Source: an optimization exercise on an open RTL-to-GDS flow (aim: small area). Production flows keep margins and buffers that such runs may drop.
The RTL was checked by simulation tests, not by an equivalence proof against the original design.
In runs 3 to 6 the design's own scripts or RTL, not TritonCTS, make the clock network.
No driver is modelled on the clock port, so clock power and skew are understated where the tree is cut down; a real chip needs a root buffer or a tree.
No activity file was given, so power comes from the tool's default toggle rates.

==> design.v <==
`default_nettype none
package game_geom_pkg;
	localparam int NUM_LANES = 4;
	typedef logic [9:0] pos_t;           
	typedef logic [NUM_LANES-1:0] lane_mask_t;
	localparam pos_t FALL_STEP = 10'd4;  
	localparam pos_t HIT_Y_MIN = 10'd400;
	localparam pos_t HIT_Y_MAX = 10'd440;
	typedef logic [7:0] count_t;
endpackage
`default_nettype wire
`default_nettype none
package song_pkg;
	typedef logic [7:0] key_t;
	localparam key_t KEY_START = 8'h2C;  
	localparam key_t KEY_STOP  = 8'h29;  
	localparam key_t KEY_LANE0 = 8'h07;  
	localparam key_t KEY_LANE1 = 8'h09;  
	localparam key_t KEY_LANE2 = 8'h0D;  
	localparam key_t KEY_LANE3 = 8'h0E;  
	typedef enum logic [1:0] {IDLE, PLAYING, DRAIN, DONE} game_state_t;
	localparam int SONG_LEN = 16;
	typedef logic [3:0] beat_idx_t;
	function automatic logic [3:0] beat_lanes(beat_idx_t idx);
		case (idx)
			4'd0:    beat_lanes = 4'b0001;
			4'd1:    beat_lanes = 4'b0010;
			4'd2:    beat_lanes = 4'b0100;
			4'd3:    beat_lanes = 4'b1000;
			4'd4:    beat_lanes = 4'b0000;  
			4'd5:    beat_lanes = 4'b0011;
			4'd6:    beat_lanes = 4'b0100;
			4'd7:    beat_lanes = 4'b1000;
			4'd8:    beat_lanes = 4'b0001;
			4'd9:    beat_lanes = 4'b0000;  
			4'd10:   beat_lanes = 4'b1100;
			4'd11:   beat_lanes = 4'b0010;
			4'd12:   beat_lanes = 4'b0001;
			4'd13:   beat_lanes = 4'b1001;
			4'd14:   beat_lanes = 4'b0100;
			default: beat_lanes = 4'b0010;
		endcase
	endfunction
endpackage
`default_nettype wire
`default_nettype none
module rhythm_game_top (
	input  wire        max10_clk1_50,
	input  wire        arst_n,
	input  wire        frame_tick,
	input  wire  [7:0] keycode,
	output logic [1:0] state,
	output logic [3:0] lane_hit,
	output logic [3:0] lane_miss,
	output logic [7:0] hit_count,
	output logic [7:0] miss_count,
	output logic [7:0] combo
);
	localparam logic [1:0] IDLE = 2'd0, PLAYING = 2'd1, DRAIN = 2'd2, DONE = 2'd3;
	logic [2:0] code, key_c;
	logic       key_chg;
	always_comb begin
		case (keycode)
			8'h2C:   code = 3'd1;
			8'h29:   code = 3'd2;
			8'h07:   code = 3'd4;
			8'h09:   code = 3'd5;
			8'h0D:   code = 3'd6;
			8'h0E:   code = 3'd7;
			default: code = 3'd0;
		endcase
	end
	always_ff @(posedge max10_clk1_50 or negedge arst_n) begin
		if (!arst_n) begin
			key_c   <= 3'd0;
			key_chg <= 1'b0;
		end else begin
			key_c   <= code;
			key_chg <= (code != key_c);
		end
	end
	logic       start, stop;
	logic [3:0] press;
	assign start = key_chg && (key_c == 3'd1);
	assign stop  = key_chg && (key_c == 3'd2);
	always_comb
		for (int l = 0; l < 4; l++)
			press[l] = key_chg && (key_c == 3'(4 + l));
	logic restart, clear, clear_q, beat, spawn, busy, go;
	logic [7:0] ticks;           
	logic [7:0] ticks_next;
	logic [3:0] q;               
	logic [3:0] r;               
	assign q  = ticks[7:4];
	assign r  = ticks[3:0];
	assign go = start && (state[1] == state[0]);    
	always_ff @(posedge max10_clk1_50 or negedge arst_n) begin
		if (!arst_n)
			state <= IDLE;
		else if (stop)
			state <= IDLE;
		else if (go)
			state <= PLAYING;
		else if (state == PLAYING && beat && q == 4'd0)    
			state <= DRAIN;
		else if (state == DRAIN && !busy && !spawn)
			state <= DONE;
	end
	always_ff @(posedge max10_clk1_50) begin
		restart <= go;
		clear   <= restart || stop || go;
		clear_q <= clear;
		beat    <= !restart && (state == PLAYING) && frame_tick && (r == 4'd15);
		spawn   <= !stop && (state == PLAYING) && beat;
	end
	logic       tick_en;
	logic [7:0] tcarry;
	assign tick_en = frame_tick && (state == PLAYING || state == DRAIN);
	always_comb begin
		tcarry[0] = 1'b1;
		for (int i = 1; i < 8; i++)
			tcarry[i] = tcarry[i-1] & ticks[i-1];
		for (int i = 0; i < 8; i++)
			ticks_next[i] = !restart && (ticks[i] ^ (tick_en & tcarry[i]));
	end
	always_ff @(posedge max10_clk1_50)
		ticks <= ticks_next;
	logic       z, cand_hi;
	logic [2:0] cslot;
	logic [1:0] vnew, cv;
	logic       inwin, fall;
	logic [7:0][1:0] v;
	logic [7:0] n0, n1;              
	logic [7:0][3:0] l0, l1;         
	logic [7:0] sel, psel, spawn_here, has0, has1, dq;
	logic [3:0] cand_alive, hit_v, miss_v, kill;
	assign z     = (r == 4'd0);
	assign cand_hi = state[1];       
	assign cslot = q[2:0] + (z ? 3'd1 : 3'd2);
	assign vnew  = {ticks[0] | frame_tick, ~(ticks[0] ^ frame_tick)};
	always_comb begin
		cv = '0;
		for (int s = 0; s < 8; s++)
			cv = cv | ({2{psel[s]}} & v[s]);
	end
	always_comb begin
		case (r)
			4'd0:             inwin = (cv == 2'd3);
			4'd1, 4'd2, 4'd3: inwin = 1'b0;
			4'd4:             inwin = (cv == 2'd1);
			4'd5:             inwin = (cv != 2'd3);
			4'd15:            inwin = (cv != 2'd1);
			default:          inwin = 1'b1;
		endcase
		case (r)
			4'd0:    fall = (cv == 2'd3);
			4'd14:   fall = (cv == 2'd1);
			4'd15:   fall = (cv == 2'd2);
			default: fall = 1'b0;
		endcase
	end
	always_comb begin
		l0 = {4'b0100, 4'b0001, 4'b0000, cand_hi ? 4'b0010 : 4'b1000,
		      4'b0100, cand_hi ? 4'b0001 : 4'b0010, 4'b0001, cand_hi ? 4'b0010 : 4'b1000};
		l1 = {4'b0000, cand_hi ? 4'b1000 : 4'b0010, 4'b0000, 4'b0000,
		      4'b1000, 4'b0000, 4'b0000, 4'b0000};
		has0 = {1'b1, 1'b1, q[3], 1'b1, 1'b1, !q[3], 1'b1, 1'b1};    
		has1 = {1'b0, 1'b1, 1'b0, 1'b0, q[3], 1'b0, 1'b0, 1'b0};
		for (int s = 0; s < 8; s++) begin
			dq[s]         = (q[2:0] == 3'(s));
			spawn_here[s] = spawn && dq[s];
		end
		for (int s = 0; s < 8; s++)
			sel[s] = z ? dq[(s + 7) % 8] : dq[(s + 6) % 8];
		psel    = sel;
		psel[2] = cand_hi ? sel[5] : sel[2];
		psel[5] = 1'b0;
	end
	always_comb begin
		cand_alive = '0;
		for (int s = 0; s < 8; s++)
			cand_alive = cand_alive | ({4{psel[s] & n0[s]}} & l0[s]) | ({4{psel[s] & n1[s]}} & l1[s]);
		hit_v  = press & {4{inwin}} & cand_alive;
		miss_v = ~press & {4{frame_tick && fall}} & cand_alive;
		kill   = hit_v | miss_v;
	end
	for (genvar s = 0; s < 8; s++) begin : g_slot
		logic k0, k1;
		assign k0 = psel[s] && |(kill & l0[s]);
		assign k1 = psel[s] && |(kill & l1[s]);
		if (s == 3 || s == 6) begin : g_two
			logic [1:0] a;
			logic [1:0] vs;
			always_ff @(posedge max10_clk1_50 or negedge arst_n) begin
				if (!arst_n)
					a <= '0;
				else if (stop)
					a <= '0;
				else if (spawn_here[s])
					a <= {has1[s], has0[s]};
				else
					a <= a & ~{k1, k0};
			end
			always_ff @(posedge max10_clk1_50)
				if (spawn_here[s])
					vs <= vnew;
			assign n0[s] = a[0];
			assign n1[s] = a[1];
			assign v[s]  = vs;
		end else if (s == 5) begin : g_none
			assign n0[s] = 1'b0;
			assign n1[s] = 1'b0;
			assign v[s]  = 2'd0;
		end else begin : g_one
			logic [1:0] vs;
			logic       load;
			if (s == 2) begin : g_shared
				assign load = (spawn_here[2] && has0[2]) || (spawn_here[5] && has0[5]);
			end else begin : g_own
				assign load = spawn_here[s] && has0[s];
			end
			always_ff @(posedge max10_clk1_50 or negedge arst_n) begin
				if (!arst_n)
					vs <= '0;
				else if (stop)
					vs <= '0;
				else if (load)
					vs <= vnew;
				else if (k0)
					vs <= '0;
			end
			assign n0[s] = (vs != 2'd0);
			assign n1[s] = 1'b0;
			assign v[s]  = vs;
		end
	end
	always_ff @(posedge max10_clk1_50 or negedge arst_n) begin
		if (!arst_n) begin
			lane_hit  <= '0;
			lane_miss <= '0;
		end else begin
			lane_hit  <= hit_v;
			lane_miss <= miss_v;
		end
	end
	assign busy = |{n0, n1};
	logic [4:0] hc, mc, cc;
	logic       any_hit, any_miss, two_miss;
	assign any_hit  = |lane_hit;
	assign any_miss = |lane_miss;
	assign two_miss = (lane_miss[0] & lane_miss[1]) | (lane_miss[0] & lane_miss[3]) | (lane_miss[2] & lane_miss[3]);
	always_ff @(posedge max10_clk1_50 or negedge arst_n) begin
		if (!arst_n) begin
			hc <= '0;
			mc <= '0;
			cc <= '0;
		end else if (clear && clear_q) begin    
			hc <= '0;
			mc <= '0;
			cc <= '0;
		end else begin
			hc <= hc + {4'd0, any_hit};
			mc <= mc + {3'd0, two_miss, any_miss & ~two_miss};
			cc <= any_miss ? 5'd0 : cc + {4'd0, any_hit};
		end
	end
	assign hit_count  = {3'd0, hc};
	assign miss_count = {3'd0, mc};
	assign combo      = {3'd0, cc};
endmodule
`default_nettype wire
==> flow/run.sh <==
#!/bin/bash
# The standard layout (standard.sh) with three changes:
#  - synthesis leaves adders to ABC (no extract_fa) and maps the
#    combinational logic with an area-only ABC script (flow/abc_area.script);
#    everything else in synthesis, the registers included, is the standard flow's own
#    synthesis script, unchanged
#  - port buffers use the smallest buffer cell
#  - the clock tree uses clkbuf_4 and no dummy loads
# The full make output goes to flow_make.log in this folder.
set -euo pipefail
here=$PWD
orig=$(grep -o 'SYNTH_SCRIPT=[^ ]*' standard.sh | head -1 | cut -d= -f2)
cat > flow_synth.tcl <<TCL
proc extract_fa {args} {
  puts "extract_fa skipped"
}
proc abc {args} {
  set i [lsearch \$args -script]
  lset args [expr {\$i + 1}] $here/flow/abc_area.script
  yosys abc {*}\$args
}
source $orig
TCL
sed "s#SYNTH_SCRIPT=[^ ]*#SYNTH_SCRIPT=$here/flow_synth.tcl#" standard.sh > flow_standard.sh
export BUFFER_PORTS_ARGS="-buffer_cell sky130_fd_sc_hd__buf_1"
export CTS_ARGS="-sink_clustering_enable -repair_clock_nets -dont_use_dummy_load -buf_list sky130_fd_sc_hd__clkbuf_4"
bash flow_standard.sh finish > flow_make.log 2>&1
==> flow/abc_area.script <==
strash
balance -l
 resub -K 6 -l
 rewrite -l
 resub -K 6 -N 2 -l
 refactor -l
 resub -K 8 -l
 balance -l
 resub -K 8 -N 2 -l
 rewrite -l
 resub -K 10 -l
 rewrite -z -l
 resub -K 10 -N 2 -l
 balance -l
 resub -K 12 -l
 refactor -z -l
 resub -K 12 -N 2 -l
 rewrite -z -l
 balance -l
dch -f
amap
topo
==> standard.sh <==
#!/bin/bash
# synth_recipe.tcl (not shown) runs the flow's synth.tcl, then flattens the netlist and writes it again
# the make line also repeats each setting of config.mk as NAME=value (left out here)
make -C /OpenROAD-flow-scripts/flow DESIGN_CONFIG=/design/flow/config.mk WORK_HOME=/design/flow/orfs CLKGATE_MAP_FILE= SYNTH_SCRIPT=/design/flow/synth_recipe.tcl "${@:-finish}"
==> config.mk <==
export PLATFORM = sky130hd
export DESIGN_NAME = rhythm_game_top
export DESIGN_NICKNAME = rhythm_game_top
export VERILOG_FILES = /design/flow/design.v
export SDC_FILE = /design/flow/constraint.sdc
export NUM_CORES = 4
export LEC_CHECK = 0
export ABC_AREA = 1
export CAP_MARGIN = 0
export CORE_MARGIN = 2
export CORE_UTILIZATION = 60
export SLEW_MARGIN = 0
==> constraint.sdc <==
create_clock -name core_clock -period 5.0 [get_ports {max10_clk1_50}]
set_input_delay 1.0000 -clock core_clock [delete_from_list [all_inputs] [get_ports {max10_clk1_50}]]
set_output_delay 1.0000 -clock core_clock [all_outputs]
set_load 0.01 [all_outputs]
==> results_dict.tcl, run 1 <==
set metrics [dict create \
    slew_viol_final 0 \
    maxCapViolations 0 \
    fin_area_um2 3154 \
    synthTopCellsByArea "dfrtp_1 (37%), dfxtp_1 (8.9%), nor2_1 (7.7%)" \
    relSlewSlack 0.3161 \
    clockRootBuffer "clkbuf_4" \
    endpoint_kind "register" \
    status "no timing/DRC/antenna violations" \
    ctsHoldBuffers 0 \
    drive_gt1_frac 0.03359 \
    rsz0062_at_grt "no" \
    synth_cell_types 39 \
    vias 2593 \
    postRouteAntennaNets 0 \
    r2r_setup_slack_ps 1110 \
    holdPathStages 0 \
    syn_to_final_growth_pct 8.430 \
    setup_viol 0 \
    r2r-start "ticks[3]" \
    critPathMaxFanout 10 \
    start_util 0.6200 \
    overflow 0 \
    final-hold-violation-count 0 \
    grt_pass1_vias 2396 \
    syn_inst 342 \
    cts_sinks 60 \
    ff2ff_path_depth 21 \
    worstSetupStartpointType "register" \
    worstHoldStart "clear" \
    cts_tree "done" \
    antenna_found_initial 0 \
    place_congestion 0.9379 \
    fin_skew_ps 18.59 \
    routedWlPerCell_um 14.83 \
    timing.final.crit_share 0.7783 \
    cts_buffers 9 \
    drt_iter0_drc 171 \
    synth_edf_count 4 \
    fp-row-count 25 \
    grt_use_total 0.2647 \
    synth_area_um2 2909 \
    fin_crit_ps 3891 \
    die_x_um 73.63 \
    timing.rr.end "g_slot[2].genblk1.g_one.vs[1]" \
    cts_resized 0 \
    synth_top_area_share 0.3699 \
    hpwl_um 5022 \
    layout_common_cells "nor2_1 (60), dfrtp_1 (43), clkinv_1 (41), nor3_1 (41), buf_1 (34)" \
    vias_per_cell 5.880 \
    ys_seq_elements 60 \
    core-area_um2 4692 \
    grt_pass1_wl_um 10810 \
    path_class "register to register" \
    ys.flop_type "dfrtp_1" \
    syn_avg_cell_area_um2 8.506 \
    async_flop_share 0.7167 \
    die_area_um2 5421 \
    io_buffers 35 \
    required_ps 5310 \
    hp-class "register to register" \
    finalPower_mw 1.007 \
    cp.arrival_ps 4200 \
    grt_max_degree 44 \
    firstDrtPassIters 6 \
    htreeDepth 3 \
    pin_count 45 \
    die_h_um 73.63 \
    setup_tns_ps 0 \
    nNetsFinal 400 \
    max_freq_mhz 257.0 \
    ctsLongestPathBuffers 2 \
    diodes 0 \
    clock_latency_ps 400 \
    power_leakage_nw 1.306 \
    yosysSeqAreaShare 0.5006 \
    nFillCells 399 \
    synth_top_area_cell "dfrtp_1" \
    clk_pin_slew_ps 100 \
    post_cts_buffers 0 \
    place_area_um2 3087 \
    power_density_nw_per_um2 319.4 \
    min_to "clear_q" \
    synth_warnings 1 \
    drcViolationCount 0 \
    final_common_cell "nor2_1" \
    worst_pin_slew_ps 1026 \
    fin_util 0.6723 \
    irDropWorstVdd_mv 0.2553 \
    routed_wl_um 6539 \
]
[per-stage QoR]
| step | worst slack (ps) | hold WS, ps | instances |
|---|---|---|---|
| 6_report | 1109 | 360.3 | 441 |
| 5_1_grt | 667.0 | 375.4 | 441 |
| 4_1_cts | 1135 | 363.4 | 441 |
| 3_5_place_dp | 1168 | 347.5 | 432 |
| 3_3_place_gp | 1301 | 336.0 | 432 |
| 2_1_floorplan | 1159 | 331.1 | 350 |
[logic make-up after synthesis]
| logic type | Yosys count | synth area share |
|---|---|---|
| flops | 60 | 0.5006 |
| simple gates | 163 | 0.2598 |
| compound gates | 67 | 0.1596 |
| buf+inv | 51 | 0.07871 |
| other cells | 1 | 0.001289 |
[state kept, by name, indices dropped and copies added, names as in the netlist]
register / count
cc: 5
hc: 5
state: 2
key_chg: 1
key_c: 3
clear_q: 1
g_slot.genblk1.g_one.vs: 10
restart: 1
beat: 1
ticks: 8
spawn: 1
g_slot.g_two.vs: 4
lane_miss: 4
mc: 5
clear: 1
g_slot.g_two.a: 4
lane_hit: 4
[synthesized netlist by cell type, drive strengths merged (2+ instances only)]
cell type  count
nor2          60
dfrtp         43
clkinv        41
nor3          41
nand2         26
o22ai         20
dfxtp         13
a211oi        10
buf           10
a21oi          6
and2           6
nor4           6
o21ai          6
and3           5
o211ai         5
edfxtp         4
a31oi          3
nand3          3
nor3b          3
o21a           3
or2            3
or3            3
a2111oi        2
a221oi         2
a22oi          2
nand4          2
nor2b          2
[layout make-up]
cell class	instances	area, um^2	share of cell area
clock buffer	9	67.56	0.02142
sequential	60	1456	0.4617
tap	54	67.56	0.02142
timing repair buffer	38	155.1	0.04919
multi-input combinational	239	1254	0.3975
inverter	41	153.9	0.04879
[layer usage]
layer,GRT usage,up-vias,share of wire
met3,0.04390,19,0.067
met2,0.3988,101,0.46
met4,0.1394,0,0.027
li1,-,1289,-
met1,0.3667,1184,0.45
met5,0,-,0
[worst max-delay path, stage by stage (launching register included)]
cell	delay, ps
dfxtp_1	350
clkinv_1	80
nand2_1	70
nor3_1	130
buf_4	180
clkinv_1	220
o22ai_1	350
clkinv_1	210
a21oi_1	190
nand2_1	70
nor3_1	200
buf_4	180
nor2_1	40
a31oi_1	140
nor2_1	50
o21ai_0	400
nor3_1	110
or2_0	260
nor2_1	140
a211oi_1	60
nand3b_1	200
o22ai_1	190
[where the power goes]
| group | leakage, nW | internal [mW] | switching (mW) | total [mW] |
|---|---|---|---|---|
| Combinational | 0.527 | 0.0738 | 0.138 | 0.212 |
| Clock | 0.0414 | 0.0834 | 0.146 | 0.229 |
| Sequential | 0.737 | 0.524 | 0.0427 | 0.567 |
| Total | 1.31 | 0.681 | 0.326 | 1.01 |
[worst max-delay path by stage]
stage | start | endpoint | slack (ps) | cells after the start
after CTS | ticks[1] | g_slot[2].genblk1.g_one.vs[1] | 1130 | 19
after global routing | ticks[3] | g_slot[0].genblk1.g_one.vs[0] | 670 | 18
after floorplan | ticks[3] | g_slot[2].genblk1.g_one.vs[0] | 1160 | 17
final | ticks[3] | g_slot[2].genblk1.g_one.vs[1] | 1110 | 21
after detailed placement | ticks[1] | g_slot[2].genblk1.g_one.vs[1] | 1170 | 19
after global placement | ticks[3] | g_slot[4].genblk1.g_one.vs[1] | 1300 | 18
==> run 2, diff against run 1 <==
--- a/design.v
+++ b/design.v
@@ -134,6 +134,9 @@
 	logic [7:0][3:0] l0, l1;         
 	logic [7:0] sel, psel, spawn_here, has0, has1, dq;
 	logic [3:0] cand_alive, hit_v, miss_v, kill;
+	logic       active, notes_clr;
+	assign active    = state[0] ^ state[1];
+	assign notes_clr = (state == IDLE);
 	assign z     = (r == 4'd0);
 	assign cand_hi = state[1];       
 	assign cslot = q[2:0] + (z ? 3'd1 : 3'd2);
@@ -180,8 +183,8 @@
 		cand_alive = '0;
 		for (int s = 0; s < 8; s++)
 			cand_alive = cand_alive | ({4{psel[s] & n0[s]}} & l0[s]) | ({4{psel[s] & n1[s]}} & l1[s]);
-		hit_v  = press & {4{inwin}} & cand_alive;
-		miss_v = ~press & {4{frame_tick && fall}} & cand_alive;
+		hit_v  = press & {4{inwin && active}} & cand_alive;
+		miss_v = ~press & {4{frame_tick && fall && active}} & cand_alive;
 		kill   = hit_v | miss_v;
 	end
 	for (genvar s = 0; s < 8; s++) begin : g_slot
@@ -191,10 +194,8 @@
 		if (s == 3 || s == 6) begin : g_two
 			logic [1:0] a;
 			logic [1:0] vs;
-			always_ff @(posedge max10_clk1_50 or negedge arst_n) begin
-				if (!arst_n)
-					a <= '0;
-				else if (stop)
+			always_ff @(posedge max10_clk1_50) begin
+				if (notes_clr)
 					a <= '0;
 				else if (spawn_here[s])
 					a <= {has1[s], has0[s]};
@@ -219,10 +220,8 @@
 			end else begin : g_own
 				assign load = spawn_here[s] && has0[s];
 			end
-			always_ff @(posedge max10_clk1_50 or negedge arst_n) begin
-				if (!arst_n)
-					vs <= '0;
-				else if (stop)
+			always_ff @(posedge max10_clk1_50) begin
+				if (notes_clr)
 					vs <= '0;
 				else if (load)
 					vs <= vnew;
==> run 2 against run 1 <==
Still clean; synthesized cell count up 4.4%; combinational power down 32%; die area about the same; first-iteration DRC count down 11%; clock power about the same; sequential share of layout area down 2.1 points; worst hold slack better by 2.1 ps; cell count up 3.2%; critical path type unchanged; largest cell class unchanged.
==> results_dict.tcl, run 2 <==
set metrics [dict create \
    antenna_found_initial 0 \
    irDropWorstVdd_mv 0.2273 \
    cts_buffers 9 \
    place_area_um2 3075 \
    max_freq_mhz 223.0 \
    clock_latency_ps 400 \
    die_h_um 73.60 \
    vias_per_cell 5.820 \
    status "no timing/DRC/antenna violations" \
    rsz0062_at_grt "no" \
    grt_max_degree 30 \
    synth_edf_count 4 \
    die_x_um 73.60 \
    synth_cell_types 36 \
    synth_top_area_cell "dfrtp_1" \
    r2r-start "ticks[1]" \
    holdPathStages 0 \
    die_area_um2 5417 \
    synth_most_common_cell "nor2_1" \
    postRouteAntennaNets 0 \
    dp.cells 446 \
    cp-startpoint "ticks[1]" \
    htreeDepth 3 \
    ys_seq_elements 60 \
    syn_to_final_growth_pct 8.308 \
    firstDrtPassIters 4 \
    diodes 0 \
    grt_pass1_wl_um 10720 \
    fin_cells 455 \
    ctsHoldBuffers 0 \
    io_buffers 35 \
    fin_skew_ps 23.52 \
    worstHoldStart "clear" \
    vias 2648 \
    pin_count 45 \
    synth_warnings 1 \
    finalPower_mw 0.9169 \
    r2r_setup_slack_ps 520 \
    yosysSeqAreaShare 0.4770 \
    power_density_nw_per_um2 291.3 \
    core-area_um2 4692 \
    largest-register "g_slot.genblk1.g_one.vs" \
    async_flop_share 0.4833 \
    cts_sinks 60 \
    timing.rr.end "g_slot[2].genblk1.g_one.vs[1]" \
    ctsLongestPathBuffers 2 \
    ys.flop_type "dfrtp_1" \
    syn_avg_cell_area_um2 8.142 \
    slew_viol_final 0 \
    synth_area_um2 2907 \
    fin_crit_ps 4484 \
    min_to "clear_q" \
    place_congestion 0.9833 \
    grt_pass1_vias 2347 \
    routed_wl_um 6613 \
    start_util 0.6195 \
    clockRootBuffer "clkbuf_4" \
    cts_resized 0 \
    hpwl_um 5189 \
    maxCapViolations 0 \
    setup_viol 0 \
    relSlewSlack 0.3664 \
    timing.final.crit_share 0.8968 \
    largest_reg_flops 10 \
    fin_area_um2 3148 \
    fp-row-count 25 \
    post_cts_buffers 0 \
    power_leakage_nw 1.230 \
    routedWlPerCell_um 14.53 \
    grt_use_total 0.2657 \
    clk_pin_slew_ps 90 \
    required_ps 5330 \
    nFillCells 415 \
    synthTopCellsByArea "dfrtp_1 (25%), dfxtp_1 (19%), nor2_1 (9.2%)" \
    hp-class "register to register" \
    drcViolationCount 0 \
    syn_inst 357 \
    cp.arrival_ps 4820 \
    ff2ff_path_depth 19 \
    synthTopCellsByCount "nor2_1 (71), clkinv_1 (42), nor3_1 (39), dfrtp_1 (29), dfxtp_1 (27)" \
    drt_iter0_drc 153 \
    layout_common_cells "nor2_1 (71), clkinv_1 (42), nor3_1 (38), buf_1 (35), dfrtp_1 (29)" \
    worstSetupStartpointType "register" \
    endpoint_kind "register" \
    final_common_cell "nor2_1" \
    drive_gt1_frac 0.02993 \
    nNetsFinal 414 \
    critPathMaxFanout 10 \
    setup_tns_ps 0 \
    synth_top_area_share 0.2497 \
    fin_util 0.6709 \
    path_class "register to register" \
    overflow 0 \
    cts_tree "done" \
    worst_pin_slew_ps 946.9 \
    reg_top3 "g_slot.genblk1.g_one.vs (10), ticks (8)" \
    final-hold-violation-count 0 \
]
-- run 2: cell count changes after synthesis, moves of 2 or more --
cell | before | now
o21ai_0 | 6 | 11
o211ai_1 | 5 | 1
dfrtp_1 | 43 | 29
dfxtp_1 | 13 | 27
nor2_1 | 60 | 71
o22a_1 | 1 | 11
a21oi_1 | 6 | 9
nor3_1 | 41 | 39
o22ai_1 | 20 | 11
a21o_1 | 0 | 2
-- run 2: stage by stage --
stage               hold slack (ps)  setup slack (ps)
global route                  365.4             71.48
floorplan                     331.1             919.2
detailed placement            356.7             257.2
global placement              336.0             372.2
CTS                           364.5             228.6
finish                        362.4             516.0
-- run 2: cell type report --
class	count	area, um^2	share of cell area
inverter	42	157.7	0.05008
timing repair buffer	37	146.4	0.04650
tap	54	67.56	0.02146
clock buffer	9	67.56	0.02146
multi-input combinational	253	1323	0.4201
sequential	60	1386	0.4404
-- run 2: how the worst max path moves through the flow --
stage	cells after the start	endpoint
2_1_floorplan	18	g_slot[2].genblk1.g_one.vs[0]
3_3_place_gp	19	g_slot[2].genblk1.g_one.vs[1]
3_5_place_dp	19	g_slot[2].genblk1.g_one.vs[1]
4_1_cts	19	g_slot[2].genblk1.g_one.vs[1]
5_1_grt	18	g_slot[4].genblk1.g_one.vs[0]
6_report	19	g_slot[2].genblk1.g_one.vs[1]
-- run 2: kinds of logic after synthesis --
logic type | Yosys count | synth area share
compound gates | 70 | 0.1662
buf+inv | 52 | 0.08007
flops | 60 | 0.4770
other cells | 1 | 0.001290
simple gates | 174 | 0.2755
-- run 2: routing by layer --
layer  global-route usage  wire (um)  vias to the layer above
met2               0.4028       2984                      110
li1                     -          -                     1330
met3              0.09191        527                        8
met1               0.3516       2997                     1200
met4              0.09899        104                        0
met5                    0          0                        -
-- run 2: power breakdown --
group	total (mW)	leakage [nW]	switching (mW)	internal (mW)
clock	0.227	0.0414	0.144	0.0833
combinational	0.144	0.530	0.0962	0.0482
sequential	0.545	0.659	0.0353	0.510
-- run 2: critical path, stage by stage, from the launching register on --
cell      delay, ps
dfxtp_1         330
clkinv_1        100
nand2_1          90
nor3_2          360
clkinv_1        360
o22ai_1         350
clkinv_1        200
a21oi_1         190
nand2_1          70
nor4_1          520
clkinv_1        190
o22a_1          190
o21ai_0         370
nor4_1          110
or2_0           270
or2_0           240
nand3_1          90
nand2_1          70
o22a_1          220
nor2_1           80
==> run 3, diff against run 2 <==
--- a/flow/run.sh
+++ b/flow/run.sh
@@ -5,7 +5,9 @@
 #    everything else in synthesis, the registers included, is the standard flow's own
 #    synthesis script, unchanged
 #  - port buffers use the smallest buffer cell
-#  - the clock tree uses clkbuf_4 and no dummy loads
+#  - the clock tree uses clkbuf_4 and no dummy loads, and is then replaced
+#    (flow/clock_buffers.tcl, run as ORFS's POST_CTS_TCL hook) by two
+#    clkbuf_16 fed by the clock port, one for each half of the registers
 # The full make output goes to flow_make.log in this folder.
 set -euo pipefail
 here=$PWD
@@ -22,6 +24,10 @@
 source $orig
 TCL
 sed "s#SYNTH_SCRIPT=[^ ]*#SYNTH_SCRIPT=$here/flow_synth.tcl#" standard.sh > flow_standard.sh
+export SKIP_REPAIR_TIE_FANOUT=1
 export BUFFER_PORTS_ARGS="-buffer_cell sky130_fd_sc_hd__buf_1"
+export POST_CTS_TCL=$here/flow/clock_buffers.tcl
+export KBUF_N=2
+export KBUF_CELL=sky130_fd_sc_hd__clkbuf_16
 export CTS_ARGS="-sink_clustering_enable -repair_clock_nets -dont_use_dummy_load -buf_list sky130_fd_sc_hd__clkbuf_4"
 bash flow_standard.sh finish > flow_make.log 2>&1
==> flow/clock_buffers.tcl (new file) <==
set block [ord::get_db_block]
set db [ord::get_db]
set port_net [$block findNet max10_clk1_50]
set sinks {}
set bufs {}
proc walk { net } {
  upvar sinks sinks bufs bufs
  foreach it [$net getITerms] {
    if { [$it isOutputSignal] } { continue }
    set inst [$it getInst]
    set m [[$inst getMaster] getName]
    if { [string match "sky130_fd_sc_hd__clkbuf*" $m] || [string match "sky130_fd_sc_hd__clkinv*" $m] } {
      lappend bufs $inst
      foreach o [$inst getITerms] {
        if { [$o isOutputSignal] && [$o getNet] != "NULL" } { walk [$o getNet] }
      }
    } else {
      lappend sinks $it
    }
  }
}
walk $port_net
set dead {}
foreach inst $bufs {
  foreach o [$inst getITerms] {
    set n [$o getNet]
    if { [$o isOutputSignal] && $n != "NULL" } { $o disconnect; lappend dead $n }
  }
  odb::dbInst_destroy $inst
}
foreach n [lsort -unique $dead] { odb::dbNet_destroy $n }
# sink coordinates
set pts {}
foreach it $sinks {
  set bb [[$it getInst] getBBox]
  lappend pts [list [expr {([$bb xMin] + [$bb xMax]) / 2}] [expr {([$bb yMin] + [$bb yMax]) / 2}] $it]
}
set K $::env(KBUF_N)
# split: K=2 by x; K=4 by x then y; K=3 by x into thirds
proc split_by { pts idx n } {
  set s [lsort -integer -index $idx $pts]
  set out {}
  set len [llength $s]
  for {set i 0} {$i < $n} {incr i} {
    lappend out [lrange $s [expr {$i * $len / $n}] [expr {($i + 1) * $len / $n - 1}]]
  }
  return $out
}
if { $K == 4 } {
  set groups {}
  foreach g [split_by $pts 0 2] { foreach h [split_by $g 1 2] { lappend groups $h } }
} else {
  set groups [split_by $pts 0 $K]
}
set master [$db findMaster $::env(KBUF_CELL)]
set i 0
foreach g $groups {
  set buf [odb::dbInst_create $block $master clkbuf_leaf_$i]
  set leaf [odb::dbNet_create $block clknet_leaf_$i]
  $leaf setSigType CLOCK
  [$buf findITerm A] connect $port_net
  [$buf findITerm X] connect $leaf
  set xs 0; set ys 0
  foreach p $g { set xs [expr {$xs + [lindex $p 0]}]; set ys [expr {$ys + [lindex $p 1]}]; [lindex $p 2] disconnect; [lindex $p 2] connect $leaf }
  $buf setLocation [expr {$xs / [llength $g]}] [expr {$ys / [llength $g]}]
  $buf setPlacementStatus PLACED
  incr i
}
detailed_placement
estimate_parasitics -placement
--- a/config.mk
+++ b/config.mk
@@ -9,4 +9,5 @@
 export CAP_MARGIN = 0
 export CORE_MARGIN = 2
 export CORE_UTILIZATION = 60
+export PLACE_DENSITY = 0.8
 export SLEW_MARGIN = 0
==> run 3 against run 2 <==
First-iteration DRC count grew 41%; flip-flop and latch count unchanged; total power decreased by 3.5%; still clean on timing, DRC and antenna; critical path type unchanged; sequential share of layout area grew 0.68 points; via count shrank 0.87%; worst hold slack improved by 19 ps; wire length is 1.8% higher; synthesized area is the same; sequential power hardly changed.
==> results_dict.tcl, run 3 <==
set metrics [dict create \
    status "no timing/DRC/antenna violations" \
    synth_top_area_share 0.2497 \
    swShare 0.2846 \
    syn_to_final_growth_pct 6.672 \
    routed_wl_um 6731 \
    pin_count 45 \
    power_density_nw_per_um2 285.4 \
    place_congestion 0.9828 \
    largest-register "g_slot.genblk1.g_one.vs" \
    grt_pass1_vias 2337 \
    hp-class "register to register" \
    worst_pin_slew_ps 898.9 \
    die_area_um2 5417 \
    io_buffers 35 \
    setup_viol 0 \
    crit_top_cell "clkinv_1" \
    clock_latency_ps 170 \
    die_h_um 73.60 \
    r2r-start "ticks[3]" \
    crit_buf_inv 4 \
    synth_cell_types 36 \
    timing.final.ws_setup_ps 544.7 \
    largest_reg_flops 10 \
    maxCapViolations 0 \
    syn_inst 357 \
    final_common_cell "nor2_1" \
    internal-power_mw 0.6329 \
    power_leakage_nw 1.188 \
    timing.final.crit_share 0.8911 \
    drt_iter0_drc 215 \
    max_freq_mhz 224.5 \
    slew_viol_final 0 \
    fin_skew_ps 5.998 \
    grt_max_degree 31 \
    fin_area_um2 3100 \
    nNetsFinal 399 \
    switchingPower_mw 0.2518 \
    yosysSeqAreaShare 0.4770 \
    vias 2625 \
    synthTopCellsByArea "dfrtp_1 (25%), dfxtp_1 (19%), nor2_1 (9.2%)" \
    grt_use_total 0.2630 \
    layout_common_cells "nor2_1 (71), clkinv_1 (42), nor3_1 (38), buf_1 (35), dfrtp_1 (29)" \
    ys.flop_type "dfrtp_1" \
    place_area_um2 3045 \
    cpPeakStageDelay_ps 450 \
    postRouteAntennaNets 0 \
    setup_tns_ps 0 \
    overflow 0 \
    reg_top3 "g_slot.genblk1.g_one.vs (10), ticks (8)" \
    r2r_setup_slack_ps 540 \
    drive_gt1_frac 0.01295 \
    synth_top_area_cell "dfrtp_1" \
    diodes 0 \
    holdPathStages 0 \
    synth_warnings 1 \
    crit_chain "clkinv_1 > nand2_1 > nor3_2 > clkinv_1 > o22ai_1 > clkinv_1 > a21oi_1 > nand2_1 > nor4_1 > clkinv_1 > o22a_1 > o21ai_0 > nor4_1 > or2_0 > or2_0 > nand3_1 > nand2_1 > o22a_1 > nor2_1" \
    cts_sinks 60 \
    final-hold-violation-count 0 \
    critPathMaxFanout 10 \
    finalPower_mw 0.8847 \
    synth_most_common_cell "nor2_1" \
    syn_avg_cell_area_um2 8.142 \
    required_ps 5110 \
    min_to "clear_q" \
    die_x_um 73.60 \
    irDropWorstVdd_mv 0.1978 \
    timing.rr.end "g_slot[2].genblk1.g_one.vs[1]" \
    pwr-share-clk 0.217 \
    fin_hold_ws_ps 381.7 \
    clk_pin_slew_ps 110 \
    core-area_um2 4692 \
    worstSetupStartpointType "register" \
    relSlewSlack 0.3985 \
    synth_edf_count 4 \
    ff2ff_path_depth 19 \
    post-place-ws_ps 335.3 \
    firstDrtPassIters 5 \
    fp-row-count 25 \
    start_util 0.6195 \
    fin_crit_ps 4455 \
    power_frac_comb 0.167 \
    cpMaxStageDelayCell "nor4_1" \
    hpwl_um 5229 \
    worstHoldStart "clear" \
    routedWlPerCell_um 15.30 \
    drcViolationCount 0 \
    synthTopCellsByCount "nor2_1 (71), clkinv_1 (42), nor3_1 (39), dfrtp_1 (29), dfxtp_1 (27)" \
    cp_top_family "simple AND/OR/NAND/NOR gates" \
    vias_per_cell 5.966 \
    grt_pass1_wl_um 11080 \
    synth_area_um2 2907 \
    endpoint_kind "register" \
    path_class "register to register" \
    ys_seq_elements 60 \
    seq_power_share 0.616 \
    antenna_found_initial 0 \
    rsz0062_at_grt "no" \
    cp.arrival_ps 4570 \
    async_flop_share 0.4833 \
]
## run 3: cell counts after synthesis
No cell type changed its count.
## run 3: kinds of logic (layout without fill, tap and decap cells)
group                  count (synthesis)  after routing  synth area share
DFF                                   60             60            0.4770
buffers and inverters                 52             81           0.08007
AOI/OAI and AO/OA                     70             70            0.1662
and+or+nand+nor                      174            174            0.2755
other                                  1              1          0.001290
## run 3: worst max path at each step
stage,depth (start not counted),slack (ps),start,to
2_1_floorplan,18,920,ticks[1],g_slot[2].genblk1.g_one.vs[0]
3_3_place_gp,19,510,ticks[1],g_slot[2].genblk1.g_one.vs[0]
3_5_place_dp,19,340,ticks[3],g_slot[2].genblk1.g_one.vs[1]
5_1_grt,19,70,ticks[3],g_slot[2].genblk1.g_one.vs[1]
6_report,19,540,ticks[3],g_slot[2].genblk1.g_one.vs[1]
## run 3: per-layer routing
layer | wire length (um) | track usage | up-vias | part of all wire
li1 | - | - | 1300 | -
met1 | 2952 | 0.3495 | 1216 | 0.44
met2 | 3291 | 0.4603 | 84 | 0.49
met3 | 309 | 0.03978 | 25 | 0.046
met4 | 177 | 0.04444 | 0 | 0.026
met5 | 0 | 0 | - | 0
## run 3: worst register-to-register path, cell delays in order (launching register included)
cell and delay, ps:
dfxtp_1 370, clkinv_1 90, nand2_1 80, nor3_2 370, clkinv_1 360, o22ai_1 370
clkinv_1 190, a21oi_1 200, nand2_1 70, nor4_1 450, clkinv_1 170, o22a_1 190
o21ai_0 340, nor4_1 120, or2_0 260, or2_0 240, nand3_1 100, nand2_1 90
o22a_1 240, nor2_1 80
## run 3: power groups by stage
stage               sequential (mW)  combinational (mW)  clock [mW]
floorplan                     0.546               0.108           0
global placement              0.552               0.142           0
detailed placement            0.553               0.143           0
global route                  0.549               0.163       0.216
finish                        0.545               0.147       0.192
## run 3: cell type report
cell class,count,area [um^2]
Timing Repair Buffer,37,146.4
Buffer,2,50.05
Fill cell,401,1592
Tap cell,54,67.56
Inverter,42,157.7
Multi-Input combinational cell,245,1292
Sequential cell,60,1386
## run 3: stage by stage
stage | instances | utilization
after floorplan | 357 | -
after detailed placement | 438 | 0.6491
after global routing | 440 | 0.6608
final | 440 | 0.6608
after global placement | 438 | 0.6491
==> run 4, diff against run 3 <==
--- a/config.mk
+++ b/config.mk
@@ -9,5 +9,4 @@
 export CAP_MARGIN = 0
 export CORE_MARGIN = 2
 export CORE_UTILIZATION = 60
-export PLACE_DENSITY = 0.8
 export SLEW_MARGIN = 0
==> run 4 against run 3 <==
Critical path depth did not move; worst hold slack improved by 4.2 ps; sequential share of layout area did not move; die area did not move; global-route usage fell by 1.4 points; sequential power barely moved; cell count did not move; combinational power fell by 3%.
==> results_dict.tcl, run 4 <==
set metrics [dict create \
    swShare 0.2781 \
    grt_use_total 0.2486 \
    internal-power_mw 0.6327 \
    final_common_cell "nor2_1" \
    status "no timing/DRC/antenna violations" \
    layout_common_cells "nor2_1 (71), clkinv_1 (42), nor3_1 (38), buf_1 (35), dfrtp_1 (29)" \
    synth_most_common_cell "nor2_1" \
    setup_tns_ps 0 \
    cts_sinks 60 \
    ff_latch_area_um2 1386 \
    hpwl_um 5198 \
    synthTopCellsByCount "nor2_1 (71), clkinv_1 (42), nor3_1 (39), dfrtp_1 (29), dfxtp_1 (27)" \
    vias_per_cell 5.818 \
    fp-row-count 25 \
    synth_cell_types 36 \
    die_area_um2 5417 \
    grt_pass1_vias 2244 \
    diodes 0 \
    fin_hold_ws_ps 385.9 \
    clk_pin_slew_ps 110 \
    io_buffers 35 \
    pin_count 45 \
    worst_pin_slew_ps 960.8 \
    die_x_um 73.60 \
    largest_reg_flops 10 \
    cpMaxStageDelayCell "nor4_1" \
    grt_max_degree 31 \
    power_frac_comb 0.162 \
    endpoint_kind "register" \
    r2r-start "ticks[1]" \
    ff2ff_path_depth 19 \
    nFillCells 423 \
    antenna_found_initial 0 \
    critPathCapture "g_slot[2].genblk1.g_one.vs[0]" \
    pwr-share-clk 0.216 \
    switchingPower_mw 0.2438 \
    reg_top3 "g_slot.genblk1.g_one.vs (10), ticks (8)" \
    final-hold-violation-count 0 \
    start_util 0.6195 \
    synth_area_um2 2907 \
    place_congestion 1.036 \
    drive_gt1_frac 0.01295 \
    power_leakage_nw 1.188 \
    crit_top_cell "clkinv_1" \
    slew_viol_final 0 \
    place_area_um2 3045 \
    worstSetupStartpointType "register" \
    drt_iter0_drc 196 \
    timing.final.crit_share 0.8776 \
    synth_warnings 1 \
    largest-register "g_slot.genblk1.g_one.vs" \
    die_h_um 73.60 \
    irDropWorstVdd_mv 0.2756 \
    rsz0062_at_grt "no" \
    holdPathStages 0 \
    grt_pass1_wl_um 10450 \
    overflow 0 \
    drcViolationCount 0 \
    timing.rr.end "g_slot[2].genblk1.g_one.vs[0]" \
    crit_buf_inv 4 \
    cp-startpoint "ticks[1]" \
    firstDrtPassIters 4 \
    required_ps 5120 \
    syn_avg_cell_area_um2 8.142 \
    cpPeakStageDelay_ps 490 \
    async_flop_share 0.4833 \
    syn_inst 357 \
    fin_skew_ps 11.70 \
    yosysSeqAreaShare 0.4770 \
    routedWlPerCell_um 14.88 \
    clock_latency_ps 170 \
    fin_area_um2 3100 \
    seq_power_share 0.621 \
    routed_wl_um 6545 \
    core-area_um2 4692 \
    ys.flop_type "dfrtp_1" \
    relSlewSlack 0.3571 \
    cp_top_family "simple AND/OR/NAND/NOR gates" \
    syn_to_final_growth_pct 6.672 \
    multiInputGateArea_um2 1292 \
    vias 2560 \
    synthTopCellsByArea "dfrtp_1 (25%), dfxtp_1 (19%), nor2_1 (9.2%)" \
    postRouteAntennaNets 0 \
    cp.arrival_ps 4510 \
    cp.depth 19 \
    ys_seq_elements 60 \
    synth_top_area_share 0.2497 \
    nNetsFinal 399 \
    fin_util 0.6608 \
    path_class "register to register" \
    r2r_setup_slack_ps 610 \
    synth_edf_count 4 \
    power_density_nw_per_um2 282.7 \
    hp-class "register to register" \
    setup_viol 0 \
    critPathMaxFanout 10 \
    maxCapViolations 0 \
    max_freq_mhz 227.9 \
    synth_top_area_cell "dfrtp_1" \
    fin_crit_ps 4388 \
    crit_chain "clkinv_1 > nand2_1 > nor3_2 > clkinv_1 > o22ai_1 > clkinv_1 > a21oi_1 > nand2_1 > nor4_1 > clkinv_1 > o22a_1 > o21ai_0 > nor4_1 > or2_0 > or2_0 > nand3_1 > nand2_1 > o22a_1 > nor2_1" \
]
## run 4: cell counts after synthesis
No cell type changed its count.
## run 4: worst min-delay path by stage
stage | start | to | slack [ps]
after floorplan | clear | clear_q | 330
after global routing | clear | clear_q | 390
after global placement | clear | clear_q | 360
final | clear | clear_q | 390
after detailed placement | clear | clear_q | 360
## run 4: power groups by stage
stage	clock network, mW	logic [mW]	registers [mW]
after floorplan	0	0.108	0.546
after global placement	0	0.140	0.552
after detailed placement	0	0.141	0.553
after global routing	0.206	0.160	0.550
final	0.189	0.142	0.545
## run 4: cells by family (layout without fill, tap and decap cells)
logic type,count (synthesis),after routing,synth area share
compound gates,70,70,0.1662
flops,60,60,0.4770
buf+inv,52,81,0.08007
other cells,1,1,0.001290
simple gates,174,174,0.2755
## run 4: area by class of cell
type	count	area share
plain buffers	2	0.01614
multi-input cells	245	0.4169
well taps	54	0.02179
flip-flops and latches	60	0.4471
repair buffers	37	0.04722
inverters	42	0.05085
## run 4: layer usage
layer | global-route usage | wire [um]
met2 | 0.4236 | 3207
met4 | 0.05859 | 124
met1 | 0.3342 | 2976
met5 | 0 | 0
met3 | 0.03704 | 237
## run 4: stage by stage
| stage | setup WS (ps) | power [mW] | instances |
|---|---|---|---|
| after floorplan | 919.2 | 0.6534 | 357 |
| after global placement | 443.8 | 0.6924 | 438 |
| after detailed placement | 331.1 | 0.6941 | 438 |
| after global routing | 74.57 | 0.9158 | 440 |
| final | 611.9 | 0.8765 | 440 |
## run 4: worst reg2reg max path, delay by kind of cell (launching register included)
kind	cells	cell delay, ps
buffers and inverters	4	830
AOI/OAI and AO/OA	5	1300
DFF	1	340
and+or+nand+nor	10	1870
==> run 5, diff against run 4 <==
--- a/config.mk
+++ b/config.mk
@@ -8,5 +8,5 @@
 export ABC_AREA = 1
 export CAP_MARGIN = 0
 export CORE_MARGIN = 2
-export CORE_UTILIZATION = 60
+export CORE_UTILIZATION = 75
 export SLEW_MARGIN = 0
==> run 5 against run 4 <==
Clock power is essentially flat; largest power group unchanged; worst setup slack got worse by 25 ps; final area decreased by 0.24%; die area decreased by 19%; sequential share of layout area increased by 0.11 points; first-iteration DRC count is 66% higher; largest cell class unchanged; critical path type unchanged.
==> results_dict.tcl, run 5 <==
set metrics [dict create \
    status "no timing/DRC/antenna violations" \
    postRouteAntennaNets 0 \
    routed_wl_um 7543 \
    largest-register "g_slot.genblk1.g_one.vs" \
    power_leakage_nw 1.188 \
    die_area_um2 4389 \
    synth_cell_types 36 \
    synth_top_area_share 0.2497 \
    die_x_um 66.25 \
    fin_area_um2 3093 \
    place_area_um2 3038 \
    final_common_cell "nor2_1" \
    cpPeakStageDelay_ps 450 \
    core-area_um2 3689 \
    grt_pass1_wl_um 11630 \
    reg_top3 "g_slot.genblk1.g_one.vs (10), ticks (8)" \
    start_util 0.7880 \
    overflow 0 \
    yosysSeqAreaShare 0.4770 \
    grt_pass1_vias 2503 \
    nFillCells 233 \
    syn_avg_cell_area_um2 8.142 \
    path_class "register to register" \
    grt_max_degree 31 \
    die_h_um 66.25 \
    synth_warnings 1 \
    irDropWorstVdd_mv 0.3164 \
    vias 2800 \
    drcViolationCount 0 \
    fin_crit_ps 4413 \
    maxCapViolations 0 \
    nNetsFinal 399 \
    drt_iter0_drc 325 \
    routedWlPerCell_um 17.38 \
    rsz0062_at_grt "no" \
    clock_latency_ps 170 \
    cpMaxStageDelayCell "nor4_1" \
    max_freq_mhz 226.6 \
    largest_reg_flops 10 \
    timing.final.ws_setup_ps 587.0 \
    clk_pin_slew_ps 110 \
    ff_latch_area_um2 1386 \
    post-place-ws_ps 191.3 \
    crit_chain "clkinv_1 > nand2_1 > nor3_2 > inv_2 > o22ai_1 > clkinv_1 > a21oi_1 > nand2_1 > nor4_1 > clkinv_1 > o22a_1 > o21ai_0 > nor4_1 > or2_0 > o21ai_0 > o21ai_0 > o22a_1 > nor2_1" \
    hpwl_um 5570 \
    synthTopCellsByCount "nor2_1 (71), clkinv_1 (42), nor3_1 (39), dfrtp_1 (29), dfxtp_1 (27)" \
    async_flop_share 0.4833 \
    multiInputGateArea_um2 1292 \
    fin_skew_ps 9.174 \
    pin_count 45 \
    ys_seq_elements 60 \
    synthTopCellsByArea "dfrtp_1 (25%), dfxtp_1 (19%), nor2_1 (9.2%)" \
    antenna_found_initial 0 \
    endpoint_kind "register" \
    place_congestion 1.051 \
    syn_inst 357 \
    slew_viol_final 0 \
    fin_cells 434 \
    firstDrtPassIters 6 \
    setup_tns_ps 0 \
    ys.flop_type "dfrtp_1" \
    power_density_nw_per_um2 287.2 \
    io_buffers 35 \
    cp.arrival_ps 4520 \
    worstSetupStartpointType "register" \
    vias_per_cell 6.452 \
    cts_sinks 60 \
    diodes 0 \
    dp.cells 432 \
    syn_to_final_growth_pct 6.414 \
    relSlewSlack 0.3600 \
    hp-class "register to register" \
    drive_gt1_frac 0.01554 \
    required_ps 5110 \
    grt_use_total 0.3539 \
    layout_common_cells "nor2_1 (71), clkinv_1 (41), nor3_1 (38), buf_1 (35), dfrtp_1 (29)" \
    worst_pin_slew_ps 956.4 \
    synth_most_common_cell "nor2_1" \
    synth_edf_count 4 \
    final-hold-violation-count 0 \
    timing.final.crit_share 0.8826 \
    fp-row-count 22 \
    critPathMaxFanout 10 \
    synth_top_area_cell "dfrtp_1" \
    fin_util 0.8385 \
    setup_viol 0 \
    synth_area_um2 2907 \
]
run 5: cell counts after synthesis:
Identical to the previous run, type by type.
run 5: worst paths after layout:
path	from	slack, ps	end	cells after the start
hold reg to reg	clear	390	clear_q	0
hold / removal	clear	390	clear_q	0
max in group asynchronous	arst_n	3920	mc[0]	2
min in group asynchronous	arst_n	810	cc[2]	2
setup / recovery	ticks[1]	590	g_slot[0].genblk1.g_one.vs[1]	18
setup reg to reg	ticks[1]	590	g_slot[0].genblk1.g_one.vs[1]	18
run 5: cells by family after synthesis:
logic type,after synthesis,synth area share
buffers and inverters,52,0.08007
other,1,0.001290
and+or+nand+nor,174,0.2755
AOI/OAI and AO/OA,70,0.1662
DFF,60,0.4770
run 5: power breakdown:
| group | total (mW) | switching (mW) | internal, mW |
|---|---|---|---|
| Sequential | 0.546 | 0.0354 | 0.510 |
| Clock | 0.192 | 0.118 | 0.0744 |
| Combinational | 0.150 | 0.102 | 0.0483 |
run 5: through the flow:
| stage | power, mW | hold slack [ps] |
|---|---|---|
| global route | 0.9150 | 398.5 |
| detailed placement | 0.6980 | 367.9 |
| finish | 0.8884 | 387.0 |
| floorplan | 0.6534 | 331.1 |
| global placement | 0.6925 | 350.9 |
run 5: metal layers:
metal  track usage  routed length, um
met5             0                  0
met4        0.1582                255
met3       0.05792                514
met2        0.6250               3793
met1        0.4205               2979
run 5: cell type report:
type                       count  share of cell area
buffer                         2             0.01618
inverter                      42             0.05097
multi-input combinational    245              0.4179
sequential                    60              0.4482
tap                           48             0.01942
timing repair buffer          37             0.04733
run 5: worst max-delay path, delay by kind of cell (launching register included):
family / cells / cell delay (ps)
compound gates: 7 / 1820
buf+inv: 4 / 680
flops: 1 / 350
simple gates: 7 / 1490
==> run 6, diff against run 5 <==
--- a/flow/run.sh
+++ b/flow/run.sh
@@ -24,7 +24,6 @@
 source $orig
 TCL
 sed "s#SYNTH_SCRIPT=[^ ]*#SYNTH_SCRIPT=$here/flow_synth.tcl#" standard.sh > flow_standard.sh
-export SKIP_REPAIR_TIE_FANOUT=1
 export BUFFER_PORTS_ARGS="-buffer_cell sky130_fd_sc_hd__buf_1"
 export POST_CTS_TCL=$here/flow/clock_buffers.tcl
 export KBUF_N=2
--- a/config.mk
+++ b/config.mk
@@ -8,5 +8,5 @@
 export ABC_AREA = 1
 export CAP_MARGIN = 0
 export CORE_MARGIN = 2
-export CORE_UTILIZATION = 75
+export CORE_UTILIZATION = 60
 export SLEW_MARGIN = 0
==> run 6 against run 5 <==
Still clean on timing, DRC and antenna; maximum frequency decreased by 2.4%; die area grew 23%; register-to-register slack lost 110 ps; critical path depth grew 1; clock skew is essentially flat; largest power group unchanged; final area grew 1.2%; combinational power shrank 3%; core utilization shrank 17 points.
==> results_dict.tcl, run 6 <==
set metrics [dict create \
    status "no timing/DRC/antenna violations" \
    layout_common_cells "nor2_1 (71), clkinv_1 (42), nor3_1 (38), buf_1 (35), dfrtp_1 (29)" \
    fin_skew_ps 9.270 \
    synth_area_um2 2907 \
    start_util 0.6195 \
    rsz0062_at_grt "no" \
    nNetsFinal 407 \
    antenna_found_initial 0 \
    grt_pass1_wl_um 10650 \
    cts_sinks 60 \
    hp-class "register to register" \
    post-place-ws_ps 257.2 \
    diodes 0 \
    endpoint_kind "register" \
    die_x_um 73.60 \
    synth_warnings 1 \
    synth_cell_types 36 \
    irDropWorstVdd_mv 0.2445 \
    syn_inst 357 \
    synthTopCellsByCount "nor2_1 (71), clkinv_1 (42), nor3_1 (39), dfrtp_1 (29), dfxtp_1 (27)" \
    cp.arrival_ps 4620 \
    highest_layer "met4" \
    drive_gt1_frac 0.01269 \
    io_buffers 35 \
    worst_pin_slew_ps 940.4 \
    largest_reg_flops 10 \
    place_congestion 0.9833 \
    clock_latency_ps 170 \
    power_density_nw_per_um2 281.8 \
    clk_pin_slew_ps 110 \
    timing.final.crit_share 0.9040 \
    critPathMaxFanout 10 \
    ys_seq_elements 60 \
    drt_iter0_drc 158 \
    fp-row-count 25 \
    routed_wl_um 6493 \
    overflow 0 \
    die_area_um2 5417 \
    yosysSeqAreaShare 0.4770 \
    grt_use_total 0.2521 \
    final_common_cell "nor2_1" \
    fin_crit_ps 4520 \
    path_class "register to register" \
    power_leakage_nw 1.214 \
    synth_edf_count 4 \
    relSlewSlack 0.3707 \
    async_flop_share 0.4833 \
    largest-register "g_slot.genblk1.g_one.vs" \
    syn_avg_cell_area_um2 8.142 \
    drcViolationCount 0 \
    reg_top3 "g_slot.genblk1.g_one.vs (10), ticks (8)" \
    setup_viol 0 \
    wl_met2_um 3042 \
    ys.flop_type "dfrtp_1" \
    synth_top_area_share 0.2497 \
    required_ps 5100 \
    setup_tns_ps 0 \
    final-hold-violation-count 0 \
    routedWlPerCell_um 14.49 \
    timing.final.ws_setup_ps 480.1 \
    synth_top_area_cell "dfrtp_1" \
    core-area_um2 4692 \
    worstSetupStartpointType "register" \
    synthTopCellsByArea "dfrtp_1 (25%), dfxtp_1 (19%), nor2_1 (9.2%)" \
    max_freq_mhz 221.2 \
    vias_per_cell 5.846 \
    pin_count 45 \
    route.met3.wl_um 474 \
    firstDrtPassIters 4 \
    synth_most_common_cell "nor2_1" \
    maxCapViolations 0 \
    grt_pass1_vias 2292 \
    slew_viol_final 0 \
    syn_to_final_growth_pct 7.705 \
    die_h_um 73.60 \
    hpwl_um 5189 \
    vias 2619 \
    wl_met1_um 2903 \
    grt_max_degree 31 \
    postRouteAntennaNets 0 \
]
-- run 6: cell counts after synthesis --
Identical to the previous run, type by type.
-- run 6: logic make-up after synthesis --
| group | Yosys count | share of synthesized area |
|---|---|---|
| AO/OA/AOI/OAI | 70 | 0.1662 |
| buffers and inverters | 52 | 0.08007 |
| flip-flops | 60 | 0.4770 |
| other | 1 | 0.001290 |
| AND/OR/NAND/NOR | 174 | 0.2755 |
-- run 6: path summary, 6_finish.rpt --
kind                                                  to  cells past startpoint  slack [ps]      from
max                        g_slot[2].genblk1.g_one.vs[1]                     19         480  ticks[1]
max reg2reg                g_slot[2].genblk1.g_one.vs[1]                     19         480  ticks[1]
min reg2reg                                      clear_q                      0         380     clear
max in group asynchronous                          mc[3]                      2        3920    arst_n
min in group asynchronous                          cc[4]                      2         820    arst_n
min                                              clear_q                      0         380     clear
-- run 6: layer usage --
metal	up-vias	global-route usage
met5	-	0
met2	115	0.4087
met3	6	0.04664
met4	0	0.04848
li1	1310	-
met1	1188	0.3560
-- run 6: metrics by stage --
stage / utilization / instance area (um^2) / hold slack, ps / power [mW] / cells
floorplan: - / 2937 / 331.1 / 0.6534 / 365
global placement: 0.6555 / 3075 / 336.0 / 0.6936 / 446
detailed placement: 0.6555 / 3075 / 356.7 / 0.6954 / 446
global route: 0.6672 / 3131 / 378.9 / 0.9290 / 448
finish: 0.6672 / 3131 / 380.4 / 0.8822 / 448
-- run 6: critical path: stages, from the launching register on --
cell and delay (ps):
dfxtp_1 340, clkinv_1 100, nand2_1 80, nor3_2 380, clkinv_1 360, o22ai_1 350
clkinv_1 190, a21oi_1 190, nand2_1 70, nor4_1 510, clkinv_1 200, o22a_1 190
o21ai_0 370, nor4_1 110, or2_0 280, or2_0 240, nand3_1 90, nand2_1 70
o22a_1 220, nor2_1 80
-- run 6: layout make-up --
cell class	count	area, um^2
flip-flops and latches	60	1386
well taps	54	67.56
fillers	410	1562
plain buffers	2	50.05
repair buffers	37	146.4
multi-input cells	253	1323
inverters	42	157.7
-- run 6: where the power goes --
part	switching (mW)	internal (mW)	total, mW	leakage, nW
registers	0.0344	0.510	0.545	0.659
clock network	0.117	0.0744	0.192	0.0246
logic	0.0976	0.0482	0.146	0.530
total	0.249	0.633	0.882	1.21

[what the ideal ports hide]
The results above use ideal ports. As a check the final layouts listed here were re-extracted and re-timed, cells and wires unchanged. Step 1 sets driving cells, clkbuf_16 on the clock port and buf_2 on the other inputs (assumed; they add their load-dependent delay and slew). Step 2 moves the port delays by t, midway between the first and last clock arrival at a register: inputs arrive t later, outputs are due t later. That takes back most of the time a late clock gives input paths. a / b / c = ideal ports / drivers / drivers and shift; a / b = the first two.
run | shift t [ns] | setup WS [ns] | slew at the worst register clock pin (ns)
run 1 | 0.412 | 1.109 / 1.109 / 1.109 | 0.10 / 0.10
run 2 | 0.413 | 0.516 / 0.516 / 0.516 | 0.09 / 0.09
run 3 | 0.215 | 0.545 / 0.545 / 0.545 | 0.11 / 0.11
run 4 | 0.214 | 0.612 / 0.612 / 0.612 | 0.11 / 0.11
run 5 | 0.214 | 0.587 / 0.587 / 0.587 | 0.11 / 0.11
run 6 | 0.213 | 0.480 / 0.480 / 0.480 | 0.11 / 0.11
After both steps setup and hold are still met in every run listed.
